Source: an optimization exercise on an open RTL-to-GDS flow (aim: small area). Production flows keep margins and buffers that such runs may drop. Function was checked by simulation only, so behaviour that the tests miss may differ from the original. Power and IR drop assume default switching activity.

==> flow/design.v <==
module dither_top (
    input  logic [23:0] din,
    input  logic        clk,
    input  logic        rst,
    input  logic        hs_in,
    input  logic        vs_in,
    input  logic        de_in,
    output logic [23:0] dout,
    output logic        hs_out,
    output logic        vs_out,
    output logic        de_out
);
    localparam int NST = 52;
    localparam int NGR = 50;
    logic [NST-1:0] de_sr;
    logic [NST-1:0] hs_sr;
    logic [NST-1:0] vs_sr;
    always_ff @(posedge clk) begin
        de_sr <= {de_sr[NST-2:0], de_in};
        hs_sr <= {hs_sr[NST-2:0], hs_in};
        vs_sr <= {vs_sr[NST-2:0], vs_in};
    end
    logic [5:0] rcnt;
    logic [6:0] rcy;
    logic       ok50;    
    logic       ok51;    
    assign ok51 = rcnt[5] & rcnt[4] & rcnt[2];
    assign ok50 = rcnt[5] & rcnt[4] & (rcnt[2] | (rcnt[1] & rcnt[0]));
    assign rcy[0] = ~ok51;
    for (genvar i = 0; i < 6; i++) begin : g_rcnt
        assign rcy[i+1] = rcy[i] & rcnt[i];
        always_ff @(posedge clk) begin
            rcnt[i] <= ~rst & (rcnt[i] ^ rcy[i]);
        end
    end
    logic [4:0] q_hi;    
    logic       q_cy;    
    logic       de_q;
    logic signed [5:0] w7;
    logic signed [4:0] w5;
    logic signed [3:0] w3;
    logic signed [2:0] w1;
    assign de_q = de_sr[50] & ok50;
    localparam logic [383:0] W7_TAB = 384'b000000111111111111111110111110111100111100111011111011111010111010111001111001110111110111110110110110110101110101110100110100110010110010110001110001110000110000101111101111101101101101101100101100010011010011010010010010010000010000001111001111001110001110001101001101001011001011001010001010001001001001001000001000000110000110000101000101000100000100000011000011000001000001000000;
    localparam logic [319:0] W5_TAB = 320'b00000000000000011111111111111011110111011110111100111001101111011110101101011001110011100111001110001100010111101111011010110101011010110100101001001110011100101001001110011100110101101011000110001011010110101001010010010100101000010000011100111001110011100110001100010100101001000010000011000110001000010000010000100000;
    localparam logic [255:0] W3_TAB = 256'b0000111111111111111111101110111011101101110111011101110011001100110010111011101110111010101010101010100110011001100110001000100010000111011101110111011001100110011001010101010101010100010001000100001100110011001100100010001000100001000100010001000000000000;
    localparam logic [191:0] W1_TAB = 192'b000110110110110110110110110110110110110110110110110101101101101101101101101101101101101101101101101001001001001001001001001001001001001001001001001000000000000000000000000000000000000000000000;
    logic [5:0] widx;
    assign widx = {q_hi, q_cy};
    assign w7 = W7_TAB[widx*6 +: 6];
    assign w5 = W5_TAB[widx*5 +: 5];
    assign w3 = W3_TAB[widx*4 +: 4];
    assign w1 = W1_TAB[widx*3 +: 3];
    logic [11:0] col;
    logic [12:0] ccy;
    assign ccy[0] = 1'b1;
    for (genvar i = 0; i < 12; i++) begin : g_col
        assign ccy[i+1] = ccy[i] & col[i];
        always_ff @(posedge clk) begin
            col[i] <= de_q & (col[i] ^ ccy[i]);
        end
    end
    logic in_line;
    logic ok_m2, ok_m1, ok_0, ok_p1, ok_p2;
    assign in_line = de_q && (col[11:5] == 7'd0);
    assign ok_m2 = in_line && (col[4:0] >= 5'd2) && (col[4:0] < 5'd18);
    assign ok_m1 = in_line && (col[4:0] >= 5'd1) && (col[4:0] < 5'd17);
    assign ok_0  = in_line && (col[4:0] < 5'd16);
    assign ok_p1 = in_line && (col[4:0] < 5'd15);
    assign ok_p2 = in_line && (col[4:0] < 5'd14);
    logic [7:0] gr [NGR];
    logic [7:0] term [NGR+1];    
    logic       tap  [NGR+1];
    logic [7:0] nv [NGR+1];
    always_comb begin
        for (int k = 0; k <= NGR; k++) begin
            term[k] = '0;
            tap[k]  = 1'b0;
        end
        term[1]  = ok_p2 ? 8'(w1) : '0;  tap[1]  = 1'b1;
        term[2]  = ok_p1 ? 8'(w3) : '0;  tap[2]  = 1'b1;
        term[3]  = ok_0  ? 8'(w5) : '0;  tap[3]  = 1'b1;
        term[4]  = ok_m1 ? 8'(w3) : '0;  tap[4]  = 1'b1;
        term[5]  = ok_m2 ? 8'(w1) : '0;  tap[5]  = 1'b1;
        term[25] = ok_p2 ? 8'(w3) : '0;  tap[25] = 1'b1;
        term[26] = ok_p1 ? 8'(w5) : '0;  tap[26] = 1'b1;
        term[27] = ok_0  ? 8'(w7) : '0;  tap[27] = 1'b1;
        term[28] = ok_m1 ? 8'(w5) : '0;  tap[28] = 1'b1;
        term[29] = ok_m2 ? 8'(w3) : '0;  tap[29] = 1'b1;
        term[49] = ok_p2 ? 8'(w5) : '0;  tap[49] = 1'b1;
        term[50] = ok_p1 ? 8'(w7) : '0;  tap[50] = 1'b1;
    end
    logic [5:0] ls, lc;
    logic [7:0] lx, ly;
    logic [8:0] lcy;
    for (genvar i = 0; i < 6; i++) begin : g_csa
        assign ls[i] = din[18+i] ^ din[9+i] ^ din[2+i];
        assign lc[i] = (din[18+i] & din[9+i]) | (din[2+i] & (din[18+i] ^ din[9+i]));
    end
    assign lx = {1'b0, din[15], ls};
    assign ly = {1'b0, lc, 1'b0};
    assign lcy[0] = 1'b0;
    for (genvar i = 0; i < 8; i++) begin : g_luma
        assign nv[0][i] = lx[i] ^ ly[i] ^ lcy[i];
        assign lcy[i+1] = (lx[i] & ly[i]) | (lcy[i] & (lx[i] ^ ly[i]));
    end
    for (genvar k = 1; k <= NGR; k++) begin : g_add
        if (k == 1 || k == 2 || k == 3 || k == 4 || k == 5 || k == 25 || k == 26 || k == 27 ||
            k == 28 || k == 29 || k == 49 || k == 50) begin : g_tap
            logic [7:0] a, b, s;
            logic [8:0] cy;
            assign a = gr[k-1];
            assign b = term[k];
            assign cy[0] = 1'b0;
            for (genvar i = 0; i < 8; i++) begin : g_bit
                assign s[i] = a[i] ^ b[i] ^ cy[i];
                assign cy[i+1] = (a[i] & b[i]) | (cy[i] & (a[i] ^ b[i]));
                assign nv[k][i] = (s[i] & cy[8]) | (s[i] & ~b[7]) | (cy[8] & ~b[7]);
            end
        end else begin : g_pass
            assign nv[k] = gr[k-1];
        end
    end
    always_ff @(posedge clk) begin
        for (int k = 0; k < NGR; k++) gr[k] <= nv[k];
        q_hi <= nv[NGR][7:3];
        q_cy <= nv[NGR][7] & nv[NGR][2] & nv[NGR][1] & nv[NGR][0];
    end
    logic lvl;
    always_ff @(posedge clk) begin
        lvl <= q_hi[4];
    end
    assign dout   = {24{lvl}};
    assign de_out = de_sr[51] & ok51;
    assign hs_out = hs_sr[51] & ok51;
    assign vs_out = vs_sr[51] & ok51;
endmodule
Settings: LEC_CHECK=0, ABC_AREA=1, CAP_MARGIN=20, CORE_MARGIN=2, CORE_UTILIZATION=60, SLEW_MARGIN=20; clock period 7.0 ns.
standard.sh (not shown) runs the stock make flow with config.mk's settings and CLKGATE_MAP_FILE= SYNTH_SCRIPT=/design/flow/synth_recipe.tcl, a recipe that flattens the netlist after the stock synthesis.
==> flow/flow/run.sh <==
#!/bin/bash
# Layout flow: the standard flow (standard.sh, unchanged synthesis), with
#  - clock tree: larger sink clusters on clkbuf_8 leaf buffers and no dummy loads
#  - port buffers: the smallest buffer cell instead of the resizer's pick
# Every tool's full output goes to standard.log here and to ORFS's own per-step logs under orfs/logs.
set -euo pipefail
export CTS_ARGS="-sink_clustering_enable -repair_clock_nets -dont_use_dummy_load -sink_clustering_size 25 -sink_clustering_max_diameter 60 -buf_list sky130_fd_sc_hd__clkbuf_16"
export BUFFER_PORTS_ARGS="-buffer_cell sky130_fd_sc_hd__buf_1"
bash standard.sh finish > standard.log 2>&1
The starting point finished with timing, DRC and antenna clean.
Next try:
==> flow/run.sh (new file) <==
#!/bin/bash
# synth_recipe.tcl (not shown) runs the flow's synth.tcl, then flattens the netlist and writes it again
# the make line also repeats each setting of config.mk as NAME=value (left out here)
make -C /OpenROAD-flow-scripts/flow DESIGN_CONFIG=/design/flow/config.mk WORK_HOME=/design/flow/orfs CLKGATE_MAP_FILE= SYNTH_SCRIPT=/design/flow/synth_recipe.tcl finish
removed: flow/flow/run.sh
removed: flow/standard.sh
Design area went up by about 6.5%.
Flip-flop and latch count is unchanged.
Count of clock-buffer cells in the layout went up by 36.
Synthesized cell count does not change.
Worst setup slack degrades by 56 ps.
Power came out higher by 15%.
Critical path depth is unchanged.
Cell count goes up by 3.6%.
Sequential power hardly moves.
Combinational power goes up by about 2%.
Via count grows by about 2.6%.
Next try:
==> flow/flow/run.sh (new file) <==
#!/bin/bash
# Layout flow: the standard flow (standard.sh, unchanged synthesis), with
#  - clock tree: larger sink clusters on clkbuf_8 leaf buffers and no dummy loads
#  - port buffers: the smallest buffer cell instead of the resizer's pick
# Every tool's full output goes to standard.log here and to ORFS's own per-step logs under orfs/logs.
set -euo pipefail
export CTS_ARGS="-sink_clustering_enable -repair_clock_nets -dont_use_dummy_load -sink_clustering_size 16 -sink_clustering_max_diameter 50 -buf_list sky130_fd_sc_hd__clkbuf_8"
export BUFFER_PORTS_ARGS="-buffer_cell sky130_fd_sc_hd__buf_1"
bash standard.sh finish > standard.log 2>&1
==> flow/standard.sh (new file) <==
#!/bin/bash
# synth_recipe.tcl (not shown) runs the flow's synth.tcl, then flattens the netlist and writes it again
# the make line also repeats each setting of config.mk as NAME=value (left out here)
make -C /OpenROAD-flow-scripts/flow DESIGN_CONFIG=/design/flow/config.mk WORK_HOME=/design/flow/orfs CLKGATE_MAP_FILE= SYNTH_SCRIPT=/design/flow/synth_recipe.tcl "${@:-finish}"
removed: flow/run.sh
Global-route usage fell by 0.95 points.
Area after synthesis does not change.
Power drops by about a fifth.
Fmax goes up by a few percent.
Register-to-register slack gets better by 160 ps.
Wire length decreases by a few percent.
Core utilization decreases by 5.2 points.
Critical path depth goes down by 2.
First-iteration DRC count shrinks by a few percent.
Next try:
==> flow/run.sh (new file) <==
#!/bin/bash
# synth_recipe.tcl (not shown) runs the flow's synth.tcl, then flattens the netlist and writes it again
# the make line also repeats each setting of config.mk as NAME=value (left out here)
make -C /OpenROAD-flow-scripts/flow DESIGN_CONFIG=/design/flow/config.mk WORK_HOME=/design/flow/orfs CLKGATE_MAP_FILE= SYNTH_SCRIPT=/design/flow/synth_recipe.tcl finish
Settings changed: CTS_BUF_LIST set to sky130_fd_sc_hd__clkbuf_4 sky130_fd_sc_hd__clkbuf_8, CTS_CLUSTER_SIZE set to 30.
removed: flow/flow/run.sh
removed: flow/standard.sh
Cell count went up by a few percent; register-to-register slack gets worse by 160 ps; sequential share of layout area fell by 4.9 points; die area does not change.

dither_top, a different RTL version from the one above (not shown whole).
For scale: about 1000 cells after synthesis, roughly 56 I/O pins, about 15000 sq um of cells after synthesis.
export LEC_CHECK = 0
export ABC_AREA = 1
export CAP_MARGIN = 5
export CORE_MARGIN = 2
export CORE_UTILIZATION = 60
export SLEW_MARGIN = 5
create_clock -name core_clock -period 7.0 [get_ports {clk}]
==> flow/flow/run.sh <==
#!/bin/bash
# Layout flow: the standard flow (standard.sh) with three changes:
#  - after the standard synthesis, its logic is mapped again for area: flip-flops and full-adder
#    cells keep their instances and names; each full adder may be flipped to its dual (all pins
#    inverted, the same function) where that saves inverters (fapol.py); then ABC maps all other
#    logic with an area-only script (remap1.ys, remap2.ys). The flow goes on from that netlist.
#  - clock tree: larger sink clusters on clkbuf_8 leaf buffers and no dummy loads
#  - port buffers: the smallest buffer cell instead of the resizer's pick
# Logs here: standard_synth.log, remap1.log, fapol.log, remap2.log, standard.log; ORFS's per-step
# logs under orfs/logs.
set -euo pipefail
export CTS_ARGS="-sink_clustering_enable -repair_clock_nets -dont_use_dummy_load -sink_clustering_size 20 -sink_clustering_max_diameter 55 -buf_list sky130_fd_sc_hd__clkbuf_8"
export BUFFER_PORTS_ARGS="-buffer_cell sky130_fd_sc_hd__buf_1"
R=$PWD/orfs/results/${FLOW_PLATFORM}/dither_top/base
LIB=$FLOW_HOME/platforms/${FLOW_PLATFORM}/lib/sky130_fd_sc_hd__tt_025C_1v80.lib
YOSYS=$FLOW_HOME/../tools/install/yosys/bin/yosys

bash standard.sh synth > standard_synth.log 2>&1
cp "$R/1_2_yosys.v" "$R/1_2_yosys_standard.v"
sed -e "s#LIBFILE#$LIB#g" -e "s#IN_NETLIST#$R/1_2_yosys_standard.v#" flow/remap1.ys > remap1_run.ys
"$YOSYS" -s remap1_run.ys > remap1.log 2>&1
python3 flow/fapol.py remap_pre.json remap_post.json > fapol.log 2>&1
sed -e "s#LIBFILE#$LIB#g" -e "s#OUT_NETLIST#$R/1_2_yosys.v#" flow/remap2.ys > remap2_run.ys
"$YOSYS" -s remap2_run.ys > remap2.log 2>&1
rm -f "$R/1_synth.odb" "$R/1_synth.sdc"
bash standard.sh finish > standard.log 2>&1
Other scripts of this flow, unchanged in this note and not shown: flow/flow/fapol.py, flow/flow/remap1.ys, flow/flow/remap2.ys
Change:
--- a/flow/config.mk
+++ b/flow/config.mk
@@ -8,5 +8,6 @@
 export ABC_AREA = 1
-export CAP_MARGIN = 5
+export CAP_MARGIN = 20
 export CORE_MARGIN = 2
 export CORE_UTILIZATION = 60
-export SLEW_MARGIN = 5
+export GPL_TIMING_DRIVEN = 0
+export SLEW_MARGIN = 20
=> Setup slack got worse by 550 ps. Design area climbs by 1.0%. Clock skew climbs by 11 ps. Final cell count climbs by 1.5%. Wire length hardly moves. Worst hold slack improved by 34 ps. Utilization climbs by 0.65 points. Synthesized area is unchanged.

alpha:
Starting RTL as in the previous note.
clock: 7.0 ns
lec_check: 0
abc_area: 1
cap_margin: 20
core_margin: 2
core_utilization: 60
slew_margin: 20
Scripts as last shown in full above: flow/flow/run.sh
Other scripts of this flow, unchanged in this note and not shown: flow/flow/fapol.py, flow/flow/remap1.ys, flow/flow/remap2.ys
The inputs of beta differ from those of alpha as listed below.
--- a/flow/flow/run.sh
+++ b/flow/flow/run.sh
@@ -12 +12 @@
-export CTS_ARGS="-sink_clustering_enable -repair_clock_nets -dont_use_dummy_load -sink_clustering_size 20 -sink_clustering_max_diameter 55 -buf_list sky130_fd_sc_hd__clkbuf_8"
+export CTS_ARGS="-sink_clustering_enable -repair_clock_nets -dont_use_dummy_load -sink_clustering_size 20 -sink_clustering_max_diameter 40 -buf_list sky130_fd_sc_hd__clkbuf_8"
## What came out
Row relative contribution of the clock network to total power: beta higher / alpha lower. alpha -> beta: wire length of the first global-routing pass increased slightly. Hold slack (higher): beta. [compare] base=alpha new=beta: worst hold path depth ~0 delta; width of the die ~0 delta. | relative slew slack | beta vs alpha | worse |. Lower final layout net count goes to alpha over beta.
Edits applied to the flow inputs when going from beta to gamma:
--- a/flow/flow/run.sh
+++ b/flow/flow/run.sh
@@ -12 +12 @@
-export CTS_ARGS="-sink_clustering_enable -repair_clock_nets -dont_use_dummy_load -sink_clustering_size 20 -sink_clustering_max_diameter 40 -buf_list sky130_fd_sc_hd__clkbuf_8"
+export CTS_ARGS="-sink_clustering_enable -repair_clock_nets -dont_use_dummy_load -sink_clustering_size 24 -sink_clustering_max_diameter 40 -buf_list sky130_fd_sc_hd__clkbuf_8"
beta and gamma ended up with roughly the same net switching power. The final-layout clock buffer total number comes out lower for gamma vs beta. gamma closes out successfully: all stages finished, all timing, DRC and antenna checks passed. Looking at total CTS buffers, gamma sits below beta. The aggregate global-route resource usage of gamma and that of beta are within noise of each other. The routed wire length on gamma is in line with that on beta. Portion of the layout cell area used by non-clock buffers essentially unchanged between gamma and beta. gamma against beta: clock network fraction of total power went down, via total after detailed routing lower, post-route fraction of the period consumed by the critical path neither gained nor lost much, buffers plus inverters on the worst setup path stayed essentially flat, final area neither gained nor lost much.

the reference run:
dither_top, a different RTL version from the one above (not shown whole).
For scale: about 1200 cells after synthesis, ~580 flip-flops, about 56 I/O pins.
export LEC_CHECK = 0
export ABC_AREA = 1
export CAP_MARGIN = 20
export CORE_MARGIN = 2
export CORE_UTILIZATION = 60
export SLEW_MARGIN = 20
create_clock -name core_clock -period 7.0 [get_ports {clk}]
==> flow/flow/run.sh <==
#!/bin/bash
# Layout flow: the standard flow (standard.sh, unchanged synthesis), with
#  - clock tree: larger sink clusters on clkbuf_8 leaf buffers and no dummy loads
#  - port buffers: the smallest buffer cell instead of the resizer's pick
# Every tool's full output goes to standard.log here and to ORFS's own per-step logs under orfs/logs.
set -euo pipefail
export CTS_ARGS="-sink_clustering_enable -repair_clock_nets -dont_use_dummy_load -sink_clustering_size 16 -sink_clustering_max_diameter 50 -buf_list sky130_fd_sc_hd__clkbuf_8"
export BUFFER_PORTS_ARGS="-buffer_cell sky130_fd_sc_hd__buf_1"
bash standard.sh finish > standard.log 2>&1
Input changes introduced in the trial run (baseline for comparison: the reference run):
diff --git a/flow/flow/run.sh b/flow/flow/run.sh
--- a/flow/flow/run.sh
+++ b/flow/flow/run.sh
@@ -6,3 +6,3 @@
 set -euo pipefail
-export CTS_ARGS="-sink_clustering_enable -repair_clock_nets -dont_use_dummy_load -sink_clustering_size 16 -sink_clustering_max_diameter 50 -buf_list sky130_fd_sc_hd__clkbuf_8"
+export CTS_ARGS="-sink_clustering_enable -repair_clock_nets -dont_use_dummy_load -sink_clustering_size 22 -sink_clustering_max_diameter 60 -buf_list sky130_fd_sc_hd__clkbuf_8"
 export BUFFER_PORTS_ARGS="-buffer_cell sky130_fd_sc_hd__buf_1"
Notes after the runs:
The count of hold-fix buffers inserted at cts was comparable across the trial run and the reference run. Delta (the trial run minus the reference run): clock tree buffer count of the final layout moved down; normalized max-slew margin stayed essentially flat. Compared the trial run against the reference run; vias per cell within noise. Looking at proportion of cell area occupied by registers, the trial run sits 0.48 points higher than the reference run does. Number of nets in the finished design, the trial run and the reference run: higher on the reference run.

[what the ideal ports hide]
No port has a modelled driver above. Below, the same layouts with a new extraction and two added sets of constraints. Step 1, drivers: a clkbuf_16 drives clk and a buf_2 each remaining input, both assumed. Step 2, shift: input delay + t, output delay - t, t = (earliest + latest rising clock arrival at the registers) / 2. This alone moves slack from input paths to output paths. Slacks: ideal ports / drivers / drivers and shift; pairs: ideal ports / drivers.
run	shift t [ns]	slack for setup (ns)	worst setup path after step 2	worst register clock-pin slew, ns	worst data-port slew with drivers (ns)
the first run of note 1	0.546	1.853 / 1.853 / 1.853	register to register	0.09 / 0.09	0.03
the second run of note 1	0.607	1.797 / 1.797 / 1.797	register to register	0.07 / 0.07	0.04
the third run of note 1	0.598	1.952 / 1.952 / 1.952	register to register	0.09 / 0.09	0.03
the fourth run of note 1	0.641	1.797 / 1.797 / 1.797	register to register	0.06 / 0.06	0.04
the first run of note 2	0.568	1.279 / 1.279 / 1.279	register to register	0.12 / 0.12	0.03
the second run of note 2	0.554	0.728 / 0.728 / 0.728	register to register	0.11 / 0.11	0.03
alpha	0.568	1.279 / 1.279 / 1.279	register to register	0.12 / 0.12	0.03
beta	0.584	1.233 / 1.233 / 1.233	register to register	0.11 / 0.11	0.03
gamma	0.578	1.224 / 1.224 / 1.224	register to register	0.12 / 0.12	0.03
the reference run	0.583	1.335 / 1.335 / 1.335	register to register	0.09 / 0.09	0.04
the trial run	0.579	1.370 / 1.370 / 1.370	register to register	0.11 / 0.11	0.04
After both steps setup and hold are still met in every run listed.
